This design comes from an exercise in tuning for a short achievable clock period and few clock cycles on the open sky130 flow, not from production work. Function was checked by simulation only, so behaviour that the tests miss may differ from the original. Power figures rest on the tool's default switching activity, not on a simulated workload.

==> inputs of job 3429 <==
## mipsPipeline
module mipsPipeline (
	input  logic             clk,
	input  logic             rstN,
	output logic [32-1:0] imemAddr,
	input  logic [32-1:0] imemData,
	output logic [32-1:0] dataAddr,
	output logic [32-1:0] dataWdata,
	output logic             dataWrite,
	input  logic [32-1:0] dataRdata
);
export LEC_CHECK = 0
export ABC_CLOCK_PERIOD_IN_PS = 10
export CAP_MARGIN = 20
export CELL_PAD_IN_SITES_DETAIL_PLACEMENT = 1
export CELL_PAD_IN_SITES_GLOBAL_PLACEMENT = 2
export CORE_MARGIN = 2
export CORE_UTILIZATION = 40
export SETUP_SLACK_MARGIN = 4.6
export SLEW_MARGIN = 20
export SYNTH_HIERARCHICAL = 1
export SYNTH_MINIMUM_KEEP_SIZE = 0
create_clock -name core_clock -period 7.5 [get_ports {clk}]
standard.sh (not shown) runs the stock make flow with config.mk's settings and CLKGATE_MAP_FILE= SYNTH_SCRIPT=/design/flow/synth_recipe.tcl, a recipe that flattens the netlist after the stock synthesis.
==> flow/flow/run.sh <==
#!/bin/bash
# Layout flow: the standard ORFS flow (standard.sh: the standard
# synthesis script and steps), with these settings changed:
#  - port buffers are buf_6 instead of the default delay-buffer cell, and
#  - the cells in flow/dont_use.txt (4-input OR/NOR, 5-input AOI/OAI,
#    majority and adder cells; slow or hard to optimise around) are added
#    to the platform's don't-use list, so synthesis maps to other gates.
# make's full output goes to flow_make.log in this folder; ORFS keeps each
# step's log under orfs/logs/.
set -euo pipefail
here=$(pwd)
{
	echo "include $here/config.mk"
	echo "export BUFFER_PORTS_ARGS = -buffer_cell sky130_fd_sc_hd__buf_6"
	echo "export DONT_USE_CELLS = $(tr '\n' ' ' < "$here/flow/dont_use.txt")"
} > "$here/flow_config.mk"
bash standard.sh "DESIGN_CONFIG=$here/flow_config.mk" finish > flow_make.log 2>&1
==> flow/flow/dont_use.txt <==
sky130_fd_sc_hd__or4_0
sky130_fd_sc_hd__or4_1
sky130_fd_sc_hd__or4_2
sky130_fd_sc_hd__or4_4
sky130_fd_sc_hd__or4b_0
sky130_fd_sc_hd__or4b_1
sky130_fd_sc_hd__or4b_2
sky130_fd_sc_hd__or4b_4
sky130_fd_sc_hd__or4bb_0
sky130_fd_sc_hd__or4bb_1
sky130_fd_sc_hd__or4bb_2
sky130_fd_sc_hd__or4bb_4
sky130_fd_sc_hd__nor4_0
sky130_fd_sc_hd__nor4_1
sky130_fd_sc_hd__nor4_2
sky130_fd_sc_hd__nor4_4
sky130_fd_sc_hd__nor4b_0
sky130_fd_sc_hd__nor4b_1
sky130_fd_sc_hd__nor4b_2
sky130_fd_sc_hd__nor4b_4
sky130_fd_sc_hd__nor4bb_0
sky130_fd_sc_hd__nor4bb_1
sky130_fd_sc_hd__nor4bb_2
sky130_fd_sc_hd__nor4bb_4
sky130_fd_sc_hd__a2111o_0
sky130_fd_sc_hd__a2111o_1
sky130_fd_sc_hd__a2111o_2
sky130_fd_sc_hd__a2111o_4
sky130_fd_sc_hd__a2111oi_0
sky130_fd_sc_hd__a2111oi_1
sky130_fd_sc_hd__a2111oi_2
sky130_fd_sc_hd__a2111oi_4
sky130_fd_sc_hd__o2111a_0
sky130_fd_sc_hd__o2111a_1
sky130_fd_sc_hd__o2111a_2
sky130_fd_sc_hd__o2111a_4
sky130_fd_sc_hd__o2111ai_0
sky130_fd_sc_hd__o2111ai_1
sky130_fd_sc_hd__o2111ai_2
sky130_fd_sc_hd__o2111ai_4
sky130_fd_sc_hd__fa_0
sky130_fd_sc_hd__fa_1
sky130_fd_sc_hd__fa_2
sky130_fd_sc_hd__fa_4
sky130_fd_sc_hd__ha_0
sky130_fd_sc_hd__ha_1
sky130_fd_sc_hd__ha_2
sky130_fd_sc_hd__ha_4
sky130_fd_sc_hd__maj3_0
sky130_fd_sc_hd__maj3_1
sky130_fd_sc_hd__maj3_2
sky130_fd_sc_hd__maj3_4
sky130_fd_sc_hd__fah_0
sky130_fd_sc_hd__fah_1
sky130_fd_sc_hd__fah_2
sky130_fd_sc_hd__fah_4
sky130_fd_sc_hd__fahcin_0
sky130_fd_sc_hd__fahcin_1
sky130_fd_sc_hd__fahcin_2
sky130_fd_sc_hd__fahcin_4
sky130_fd_sc_hd__fahcon_0
sky130_fd_sc_hd__fahcon_1
sky130_fd_sc_hd__fahcon_2
sky130_fd_sc_hd__fahcon_4
==> inputs of job 6017, as changes to job 3429 <==
--- a/flow/design.v
+++ b/flow/design.v
@@ -35,12 +35,14 @@
 	input  logic [32-1:0] eB,
 	input  logic             eOpAdd,
 	input  logic             eOpSub,
 	input  logic             eOpAnd,
 	input  logic             eOpOr,
 	input  logic             eOpSlt,
+	input  logic             eInv,    
+	input  logic             nInv,    
 	input  logic [6:0]       selA,
 	input  logic [6:0]       selB,    
 	input  logic [6:0]       selRt,
 	input  logic             useImm,
 	input  logic [32-1:0] imm,
 	input  logic [32-1:0] mwVal,
@@ -73,43 +75,38 @@
 			end
 			g = gn;
 			p = pn;
 		end
 		ksAdd = {g[32-1], p0 ^ {g[32-2:0], cin}};
 	endfunction
-	logic [32:0]   sumC, diffC, ltC;
-	logic [32-1:0] sum, diff, andR, orR;
+	logic [32:0]   sumC;
+	logic [32-1:0] sum, andR, orR;
 	logic             lt;
-	assign sumC  = ksAdd(eA, eB, 1'b0);
-	assign diffC = ksAdd(eA, ~eB, 1'b1);
-	assign ltC   = ksAdd({~eA[32-1], eA[32-2:0]}, {eB[32-1], ~eB[32-2:0]}, 1'b1);
+	assign sumC  = ksAdd(eA, eB, eInv);
 	assign sum   = sumC[32-1:0];
-	assign diff  = diffC[32-1:0];
-	assign lt    = !ltC[32];
+	assign lt    = (eA[32-1] ^ ~eB[32-1]) ? eA[32-1] : sum[32-1];
 	assign andR  = eA & eB;
 	assign orR   = eA | eB;
-	assign alu = ({32{eOpAdd}} & sum) |
-	             ({32{eOpSub}} & diff) |
+	assign alu = ({32{eOpAdd || eOpSub}} & sum) |
 	             ({32{eOpAnd}} & andR) |
 	             ({32{eOpOr}}  & orR) |
 	             {{(32-1){1'b0}}, eOpSlt & lt};
 	function automatic logic [32-1:0] pickOp(
 		input logic [6:0]       sel,
 		input logic [32-1:0] rf
 	);
-		pickOp = ({32{sel[6]}} & sum) |
-		         ({32{sel[5]}} & diff) |
+		pickOp = ({32{sel[6] || sel[5]}} & sum) |
 		         ({32{sel[4]}} & andR) |
 		         ({32{sel[3]}} & orR) |
 		         {{(32-1){1'b0}}, sel[2] & lt} |
 		         ({32{sel[1]}} & mwVal) |
 		         ({32{sel[0]}} & rf);
 	endfunction
 	assign nextA  = pickOp(selA, rfA);
 	assign nextRt = pickOp(selRt, rfB);
-	assign nextB  = pickOp(selB, rfB) | ({32{useImm}} & imm);
+	assign nextB  = (pickOp(selB, rfB) | ({32{useImm}} & imm)) ^ {32{nInv}};
 endmodule
 module branchUnit (
 	input  logic [32-1:0] eA,
 	input  logic [32-1:0] eB,
 	input  logic             eBranch,
 	input  logic             eOff1,
@@ -117,30 +114,12 @@
 	output logic             taken,
 	output logic             exRedirect
 );
 	assign taken      = eBranch && eA == eB;
 	assign exRedirect = taken && (!eOff1 || dJumped);
 endmodule
-module earlyBranch (
-	input  logic [32-1:0] eA,
-	input  logic [32-1:0] eB,
-	input  logic [6:0]       selA,      
-	input  logic             active,    
-	output logic             resolved,
-	output logic             taken
-);
-	logic [32-1:0] orR;
-	logic             zero;
-	assign orR  = eA | eB;
-	assign zero = (selA[6] && (eA ^ eB) == {orR[32-2:0], 1'b0}) ||
-	              (selA[5] && eA == eB) ||
-	              (selA[4] && (eA & eB) == '0) ||
-	              (selA[3] && orR == '0);
-	assign resolved = active && |selA[6:3];
-	assign taken    = resolved && zero;
-endmodule
 `timescale 1ns/1ns
 module fetchUnit (
 	input  logic [32-1:0] pc,
 	input  logic [32-1:0] dPc4,
 	input  logic [15:0]      dImm,
 	output logic [32-1:0] pc4,
@@ -247,13 +226,12 @@
 	output logic [6:0]             selRt_n,
 	output logic                   stall_i,    
 	output logic [4:0]             nOps,
 	output logic                   nIsLw,
 	output logic                   nIsSw,
 	output logic                   nCondBeq,
-	output logic                   nOff1Z,     
 	output logic [5-1:0] nDest,
 	output logic                   nWe,        
 	output logic                   useImm,
 	output logic [32-1:0]       immB
 );
 	logic [32-1:0]       nInstr;
@@ -275,13 +253,12 @@
 	assign isLui    = op == 6'h0f;
 	assign isOri    = op == 6'h0d;
 	assign nIsLw    = op == 6'h23;
 	assign nIsSw    = op == 6'h2b;
 	assign condBeq  = op == 6'h04 && imm16 != 16'h0000 && rs != rt;
 	assign nCondBeq = condBeq;
-	assign nOff1Z   = imm16 == 16'h0001 && rt == '0;
 	assign useRs    = isR || isAddiu || isOri || nIsLw || nIsSw || condBeq;
 	assign useRtAlu = isR || condBeq;
 	assign useImm   = isAddiu || isOri || isLui || nIsLw || nIsSw;
 	assign immB     = isLui ? {imm16, 16'h0000} :
 	                  isOri ? {16'h0000, imm16} :
 	                  {{(32-16){imm16[15]}}, imm16};
@@ -330,21 +307,22 @@
 	logic [6:0]             dSelA;     
 	logic [6:0]             dSelB;
 	logic [6:0]             dSelRt;
 	logic                   dUseImm;
 	logic [32-1:0]       dImmB;
 	logic [4:0]             dOps;      
-	logic                   dIsLw, dIsSw, dCondBeq, dOff1Z, dWe;
+	logic                   dIsLw, dIsSw, dCondBeq, dWe;
 	logic [5-1:0] dDest;
 	logic                   eWe;       
 	logic                   eLoad;     
 	logic                   eStore;
 	logic                   eBranch;   
 	logic                   eOff1;     
 	logic                   eStLd;     
 	logic                   eOpAdd, eOpSub, eOpAnd, eOpOr, eOpSlt;
+	logic                   eInv;      
 	logic [5-1:0] eDest;
 	logic [32-1:0]       eA;
 	logic [32-1:0]       eB;
 	logic [32-1:0]       eRt;
 	logic [32-1:0]       eTarget;
 	logic                   mWe;
@@ -395,12 +373,14 @@
 		.eB     (eB),
 		.eOpAdd (eOpAdd),
 		.eOpSub (eOpSub),
 		.eOpAnd (eOpAnd),
 		.eOpOr  (eOpOr),
 		.eOpSlt (eOpSlt),
+		.eInv   (eInv),
+		.nInv   (opSub || opSlt),
 		.selA   (dSelA),
 		.selB   (dSelB),
 		.selRt  (dSelRt),
 		.useImm (dUseImm),
 		.imm    (dImmB),
 		.mwVal  (mwVal),
@@ -408,22 +388,12 @@
 		.rfB    (rfB),
 		.alu    (alu),
 		.nextA  (nextA),
 		.nextB  (nextB),
 		.nextRt (nextRt)
 	);
-	logic idResolved, idTakenRaw, idTaken;
-	earlyBranch eb (
-		.eA       (eA),
-		.eB       (eB),
-		.selA     (dSelA),
-		.active   (condBeq && dOff1Z && !dStall),
-		.resolved (idResolved),
-		.taken    (idTakenRaw)
-	);
-	assign idTaken = idTakenRaw && !taken;
 	branchUnit br (
 		.eA         (eA),
 		.eB         (eB),
 		.eBranch    (eBranch),
 		.eOff1      (eOff1),
 		.dJumped    (dSame),
@@ -456,25 +426,25 @@
 		.pc4     (pc4),
 		.idJump  (idJump),
 		.dTarget (dTarget),
 		.stall   (dStall),
 		.pcSeq   (pcSeq)
 	);
-	assign pcNext = exRedirect          ? eTarget :
-	                ifJump && !idTaken  ? {pcSeq[32-1:10], fLo, pcSeq[1:0]} : pcSeq;
+	assign pcNext = exRedirect ? eTarget :
+	                ifJump     ? {pcSeq[32-1:10], fLo, pcSeq[1:0]} : pcSeq;
 	assign imemAddr = pc;
 	logic                   issue;      
 	logic                   nValid;
 	logic [6:0]             selA_i, selA_n, selB_i, selB_n, selRt_i, selRt_n;
 	logic                   stall_i, nUseImm;
 	logic [32-1:0]       nImmB;
 	logic [4:0]             nOps;
-	logic                   nIsLw, nIsSw, nCondBeq, nOff1Z, nWe;
+	logic                   nIsLw, nIsSw, nCondBeq, nWe;
 	logic [5-1:0] nDest;
 	assign issue  = !taken && !dStall;
-	assign nValid = exRedirect || idJump || idTaken ? 1'b0 : dStall ? dValid : 1'b1;
+	assign nValid = exRedirect || idJump ? 1'b0 : dStall ? dValid : 1'b1;
 	hazardUnit hz (
 		.imemData (imemData),
 		.dInstr   (dInstr),
 		.dStall   (dStall),
 		.dest     (dest),
 		.we       (we),
@@ -490,13 +460,12 @@
 		.selRt_n  (selRt_n),
 		.stall_i  (stall_i),
 		.nOps     (nOps),
 		.nIsLw    (nIsLw),
 		.nIsSw    (nIsSw),
 		.nCondBeq (nCondBeq),
-		.nOff1Z   (nOff1Z),
 		.nDest    (nDest),
 		.nWe      (nWe),
 		.useImm   (nUseImm),
 		.immB     (nImmB)
 	);
 	always_ff @(posedge clk or negedge rstN) begin
@@ -504,13 +473,13 @@
 			pc     <= 32'h0000_0000;
 			dValid <= 1'b0;
 			dStall <= 1'b0;
 		end else begin
 			pc     <= pcNext;
 			dValid <= nValid;
-			dStall <= stall_i && !taken && !idTaken;
+			dStall <= stall_i && !taken;
 		end
 	end
 	always_ff @(posedge clk) begin
 		if (!dStall) begin
 			dInstr  <= imemData;
 			dPc4    <= pc4;
@@ -525,13 +494,12 @@
 		dUseImm <= nUseImm;
 		dImmB   <= nImmB;
 		dOps    <= nOps;
 		dIsLw   <= nIsLw;
 		dIsSw   <= nIsSw;
 		dCondBeq <= nCondBeq;
-		dOff1Z  <= nOff1Z;
 		dDest   <= nDest;
 		dWe     <= nWe;
 	end
 	always_ff @(posedge clk or negedge rstN) begin
 		if (!rstN) begin
 			eWe     <= 1'b0;
@@ -540,24 +508,25 @@
 			eBranch <= 1'b0;
 			eDest   <= '0;
 		end else begin
 			eWe     <= issue && we;
 			eLoad   <= issue && isLw && we;
 			eStore  <= issue && isSw;
-			eBranch <= issue && condBeq && !idResolved;
+			eBranch <= issue && condBeq;
 			eDest   <= dest;
 		end
 	end
 	always_ff @(posedge clk) begin
 		eOff1   <= imm16 == 16'h0001;
 		eStLd   <= isSw && eLoad && eDest == rt;
 		eOpAdd  <= opAdd;
 		eOpSub  <= opSub;
 		eOpAnd  <= opAnd;
 		eOpOr   <= opOr;
 		eOpSlt  <= opSlt;
+		eInv    <= opSub || opSlt;
 		eA      <= nextA;
 		eB      <= nextB;
 		eRt     <= nextRt;
 		eTarget <= dTarget;
 	end
 	always_ff @(posedge clk or negedge rstN) begin
==> flow/flow/run.sh (replaced) <==
#!/bin/bash
# Layout flow: the standard ORFS flow (standard.sh: the standard
# synthesis script and steps), with these settings changed:
#  - port buffers are buf_6 instead of the default delay-buffer cell,
#  - timing repair may change a cell's footprint, and
#  - the cells in flow/dont_use.txt (4-input OR/NOR, 5-input AOI/OAI,
#    majority and adder cells; slow or hard to optimise around) are added
#    to the platform's don't-use list, so synthesis maps to other gates.
# make's full output goes to flow_make.log in this folder; ORFS keeps each
# step's log under orfs/logs/.
set -euo pipefail
here=$(pwd)
{
	echo "include $here/config.mk"
	echo "export BUFFER_PORTS_ARGS = -buffer_cell sky130_fd_sc_hd__buf_6"
	echo "export DONT_USE_CELLS = $(tr '\n' ' ' < "$here/flow/dont_use.txt")"
} > "$here/flow_config.mk"
bash standard.sh \
	"DESIGN_CONFIG=$here/flow_config.mk" \
	"MATCH_CELL_FOOTPRINT=0" \
	finish > flow_make.log 2>&1
CELL_PAD_IN_SITES_DETAIL_PLACEMENT = not set   (was 1)
CELL_PAD_IN_SITES_GLOBAL_PLACEMENT = not set   (was 2)
SETUP_SLACK_MARGIN = 5.0   (was 4.6)
==> inputs of job 919, as changes to job 3429 <==
--- a/flow/design.v
+++ b/flow/design.v
@@ -117,30 +117,12 @@
 	output logic             taken,
 	output logic             exRedirect
 );
 	assign taken      = eBranch && eA == eB;
 	assign exRedirect = taken && (!eOff1 || dJumped);
 endmodule
-module earlyBranch (
-	input  logic [32-1:0] eA,
-	input  logic [32-1:0] eB,
-	input  logic [6:0]       selA,      
-	input  logic             active,    
-	output logic             resolved,
-	output logic             taken
-);
-	logic [32-1:0] orR;
-	logic             zero;
-	assign orR  = eA | eB;
-	assign zero = (selA[6] && (eA ^ eB) == {orR[32-2:0], 1'b0}) ||
-	              (selA[5] && eA == eB) ||
-	              (selA[4] && (eA & eB) == '0) ||
-	              (selA[3] && orR == '0);
-	assign resolved = active && |selA[6:3];
-	assign taken    = resolved && zero;
-endmodule
 `timescale 1ns/1ns
 module fetchUnit (
 	input  logic [32-1:0] pc,
 	input  logic [32-1:0] dPc4,
 	input  logic [15:0]      dImm,
 	output logic [32-1:0] pc4,
@@ -185,41 +167,41 @@
 	input  logic [7:0]       pcLo,      
 	output logic             ifJump,    
 	output logic             isSame,    
 	output logic [7:0]       fLo
 );
 	logic [15:0] fImm;
-	logic [5:0]  a, b, p0, g, p, gn, pn;
+	logic [7:0]  a, b, p0, g, p, gn, pn;
 	logic        fShort;
 	assign fImm   = imemData[15:0];
-	assign a      = pcLo[5:0];
-	assign b      = fImm[5:0];
-	assign fShort = fImm[15:5] == 11'h000 || fImm[15:5] == 11'h7ff;
+	assign a      = pcLo;
+	assign b      = fImm[7:0];
+	assign fShort = fImm[15:7] == 9'h000 || fImm[15:7] == 9'h1ff;
 	always_comb begin
 		p0 = a ^ b;
 		g  = a & b;
 		g[0] = a[0] | b[0];
 		p  = p0;
 		for (int l = 0; l < 3; l++) begin
-			for (int i = 0; i < 6; i++) begin
+			for (int i = 0; i < 8; i++) begin
 				if (i >= (1 << l)) begin
 					gn[i] = g[i] | (p[i] & g[i - (1 << l)]);
 					pn[i] = p[i] & p[i - (1 << l)];
 				end else begin
 					gn[i] = g[i];
 					pn[i] = p[i];
 				end
 			end
 			g = gn;
 			p = pn;
 		end
 	end
-	assign fLo = {pcLo[7:6], p0 ^ {g[4:0], 1'b1}};
+	assign fLo = p0 ^ {g[6:0], 1'b1};
 	assign isSame = imemData[31:26] == 6'h04 && imemData[25:21] == imemData[20:16] &&
 	                fImm != 16'h0000;
-	assign ifJump = isSame && fShort && g[5] == fImm[15] && pcLo[5:0] != 6'h3f;
+	assign ifJump = isSame && fShort && g[7] == fImm[15] && pcLo != 8'hff;
 endmodule
 module pcMux (
 	input  logic [32-1:0] pc,
 	input  logic [32-1:0] pc4,
 	input  logic             idJump,
 	input  logic [32-1:0] dTarget,
@@ -247,13 +229,12 @@
 	output logic [6:0]             selRt_n,
 	output logic                   stall_i,    
 	output logic [4:0]             nOps,
 	output logic                   nIsLw,
 	output logic                   nIsSw,
 	output logic                   nCondBeq,
-	output logic                   nOff1Z,     
 	output logic [5-1:0] nDest,
 	output logic                   nWe,        
 	output logic                   useImm,
 	output logic [32-1:0]       immB
 );
 	logic [32-1:0]       nInstr;
@@ -275,13 +256,12 @@
 	assign isLui    = op == 6'h0f;
 	assign isOri    = op == 6'h0d;
 	assign nIsLw    = op == 6'h23;
 	assign nIsSw    = op == 6'h2b;
 	assign condBeq  = op == 6'h04 && imm16 != 16'h0000 && rs != rt;
 	assign nCondBeq = condBeq;
-	assign nOff1Z   = imm16 == 16'h0001 && rt == '0;
 	assign useRs    = isR || isAddiu || isOri || nIsLw || nIsSw || condBeq;
 	assign useRtAlu = isR || condBeq;
 	assign useImm   = isAddiu || isOri || isLui || nIsLw || nIsSw;
 	assign immB     = isLui ? {imm16, 16'h0000} :
 	                  isOri ? {16'h0000, imm16} :
 	                  {{(32-16){imm16[15]}}, imm16};
@@ -330,13 +310,13 @@
 	logic [6:0]             dSelA;     
 	logic [6:0]             dSelB;
 	logic [6:0]             dSelRt;
 	logic                   dUseImm;
 	logic [32-1:0]       dImmB;
 	logic [4:0]             dOps;      
-	logic                   dIsLw, dIsSw, dCondBeq, dOff1Z, dWe;
+	logic                   dIsLw, dIsSw, dCondBeq, dWe;
 	logic [5-1:0] dDest;
 	logic                   eWe;       
 	logic                   eLoad;     
 	logic                   eStore;
 	logic                   eBranch;   
 	logic                   eOff1;     
@@ -408,22 +388,12 @@
 		.rfB    (rfB),
 		.alu    (alu),
 		.nextA  (nextA),
 		.nextB  (nextB),
 		.nextRt (nextRt)
 	);
-	logic idResolved, idTakenRaw, idTaken;
-	earlyBranch eb (
-		.eA       (eA),
-		.eB       (eB),
-		.selA     (dSelA),
-		.active   (condBeq && dOff1Z && !dStall),
-		.resolved (idResolved),
-		.taken    (idTakenRaw)
-	);
-	assign idTaken = idTakenRaw && !taken;
 	branchUnit br (
 		.eA         (eA),
 		.eB         (eB),
 		.eBranch    (eBranch),
 		.eOff1      (eOff1),
 		.dJumped    (dSame),
@@ -456,25 +426,25 @@
 		.pc4     (pc4),
 		.idJump  (idJump),
 		.dTarget (dTarget),
 		.stall   (dStall),
 		.pcSeq   (pcSeq)
 	);
-	assign pcNext = exRedirect          ? eTarget :
-	                ifJump && !idTaken  ? {pcSeq[32-1:10], fLo, pcSeq[1:0]} : pcSeq;
+	assign pcNext = exRedirect ? eTarget :
+	                ifJump     ? {pcSeq[32-1:10], fLo, pcSeq[1:0]} : pcSeq;
 	assign imemAddr = pc;
 	logic                   issue;      
 	logic                   nValid;
 	logic [6:0]             selA_i, selA_n, selB_i, selB_n, selRt_i, selRt_n;
 	logic                   stall_i, nUseImm;
 	logic [32-1:0]       nImmB;
 	logic [4:0]             nOps;
-	logic                   nIsLw, nIsSw, nCondBeq, nOff1Z, nWe;
+	logic                   nIsLw, nIsSw, nCondBeq, nWe;
 	logic [5-1:0] nDest;
 	assign issue  = !taken && !dStall;
-	assign nValid = exRedirect || idJump || idTaken ? 1'b0 : dStall ? dValid : 1'b1;
+	assign nValid = exRedirect || idJump ? 1'b0 : dStall ? dValid : 1'b1;
 	hazardUnit hz (
 		.imemData (imemData),
 		.dInstr   (dInstr),
 		.dStall   (dStall),
 		.dest     (dest),
 		.we       (we),
@@ -490,13 +460,12 @@
 		.selRt_n  (selRt_n),
 		.stall_i  (stall_i),
 		.nOps     (nOps),
 		.nIsLw    (nIsLw),
 		.nIsSw    (nIsSw),
 		.nCondBeq (nCondBeq),
-		.nOff1Z   (nOff1Z),
 		.nDest    (nDest),
 		.nWe      (nWe),
 		.useImm   (nUseImm),
 		.immB     (nImmB)
 	);
 	always_ff @(posedge clk or negedge rstN) begin
@@ -504,13 +473,13 @@
 			pc     <= 32'h0000_0000;
 			dValid <= 1'b0;
 			dStall <= 1'b0;
 		end else begin
 			pc     <= pcNext;
 			dValid <= nValid;
-			dStall <= stall_i && !taken && !idTaken;
+			dStall <= stall_i && !taken;
 		end
 	end
 	always_ff @(posedge clk) begin
 		if (!dStall) begin
 			dInstr  <= imemData;
 			dPc4    <= pc4;
@@ -525,13 +494,12 @@
 		dUseImm <= nUseImm;
 		dImmB   <= nImmB;
 		dOps    <= nOps;
 		dIsLw   <= nIsLw;
 		dIsSw   <= nIsSw;
 		dCondBeq <= nCondBeq;
-		dOff1Z  <= nOff1Z;
 		dDest   <= nDest;
 		dWe     <= nWe;
 	end
 	always_ff @(posedge clk or negedge rstN) begin
 		if (!rstN) begin
 			eWe     <= 1'b0;
@@ -540,13 +508,13 @@
 			eBranch <= 1'b0;
 			eDest   <= '0;
 		end else begin
 			eWe     <= issue && we;
 			eLoad   <= issue && isLw && we;
 			eStore  <= issue && isSw;
-			eBranch <= issue && condBeq && !idResolved;
+			eBranch <= issue && condBeq;
 			eDest   <= dest;
 		end
 	end
 	always_ff @(posedge clk) begin
 		eOff1   <= imm16 == 16'h0001;
 		eStLd   <= isSw && eLoad && eDest == rt;
==> flow/flow/run.sh (replaced) <==
#!/bin/bash
# Layout flow: the standard ORFS flow (standard.sh: the standard
# synthesis script and steps), with these settings changed:
#  - port buffers are buf_6 instead of the default delay-buffer cell,
#  - timing repair may change a cell's footprint, and
#  - the cells in flow/dont_use.txt (4-input OR/NOR, 5-input AOI/OAI,
#    majority and adder cells; slow or hard to optimise around) are added
#    to the platform's don't-use list, so synthesis maps to other gates.
# make's full output goes to flow_make.log in this folder; ORFS keeps each
# step's log under orfs/logs/.
set -euo pipefail
here=$(pwd)
{
	echo "include $here/config.mk"
	echo "export BUFFER_PORTS_ARGS = -buffer_cell sky130_fd_sc_hd__buf_6"
	echo "export DONT_USE_CELLS = $(tr '\n' ' ' < "$here/flow/dont_use.txt")"
} > "$here/flow_config.mk"
bash standard.sh \
	"DESIGN_CONFIG=$here/flow_config.mk" \
	"MATCH_CELL_FOOTPRINT=0" \
	finish > flow_make.log 2>&1
CELL_PAD_IN_SITES_DETAIL_PLACEMENT = not set   (was 1)
CELL_PAD_IN_SITES_GLOBAL_PLACEMENT = not set   (was 2)
SETUP_SLACK_MARGIN = 5.0   (was 4.6)
==> qor summary <==
metric	job 3429	job 919	job 6017
Plain + repair buffers	781	878	750
Share of power burned in the clock network	0.445	0.423	0.434
Avg Cell Area, Syn	11.0 um2	11.1 um2	11.5 um2
R2R Path End	eA[28]	eA[29]	eB[28]
Placed Instances	9107	8896	8426
Routed via count divided by cell count	7.06	7.16	7.15
Slowest CP cell	nand4_1	a222oi_1	a211o_4
Multi-input gate share of the layout cell area	0.428	0.423	0.417
Post-Place Setup Slack	3320 ps	3750 ps	3770 ps
Overall via count from detail_route	69473	69604	65339
Status	complete, no violations	complete, no violations	complete, no violations
Switching power	5.19 mW	5.17 mW	4.88 mW
Die height	440 um	436 um	430 um
Total routed wire length on the met1 layer	170 mm	132 mm	127 mm
Core ar.	188000 um2	186000 um2	181000 um2
CP Max Fanout	7	21	6
Post-layout util	0.494	0.505	0.495
Relative contribution of sequential cells to total power	0.437	0.434	0.453
Avg WL per Cell	42.1 um	37.7 um	38.0 um
Leading power group	the clock network	registers	registers
Testbench counts of job 3429, summed over its fixed seeds: cycles 56,085.
Testbench counts of job 6017, summed over its fixed seeds: cycles 57,175.
Testbench counts of job 919, summed over its fixed seeds: cycles 56,903.

==> re-timing with driven ports <==
The results above use ideal ports. As a check the final layouts listed here were re-extracted and re-timed, cells and wires unchanged.
Step 1 sets driving cells, clkbuf_16 on the clock port and buf_2 on the other inputs (assumed; they add their load-dependent delay and slew).
Step 2 times the ports against the registers' clock, not the clock port: input delays grow and output delays shrink by t, the midpoint of the rising clock arrivals with the driver on.
Three values: ideal, step 1, step 2; two values: the first two.
run	shift t [ns]	slack for setup (ns)	slew at the worst register clock pin (ns)	worst slew at a driven data input, ns
job 3429	0.923	4.305 / 4.305 / 3.869	0.06 / 0.06	0.10
job 6017	0.909	4.509 / 4.483 / 3.992	0.07 / 0.07	0.11
job 919	0.897	4.526 / 4.497 / 4.026	0.07 / 0.07	0.12
After both steps every run listed still meets setup and hold. For job 6017, which loses most, drivers alone change the setup slack by -0.026 ns; drivers and shift together by -0.517 ns.
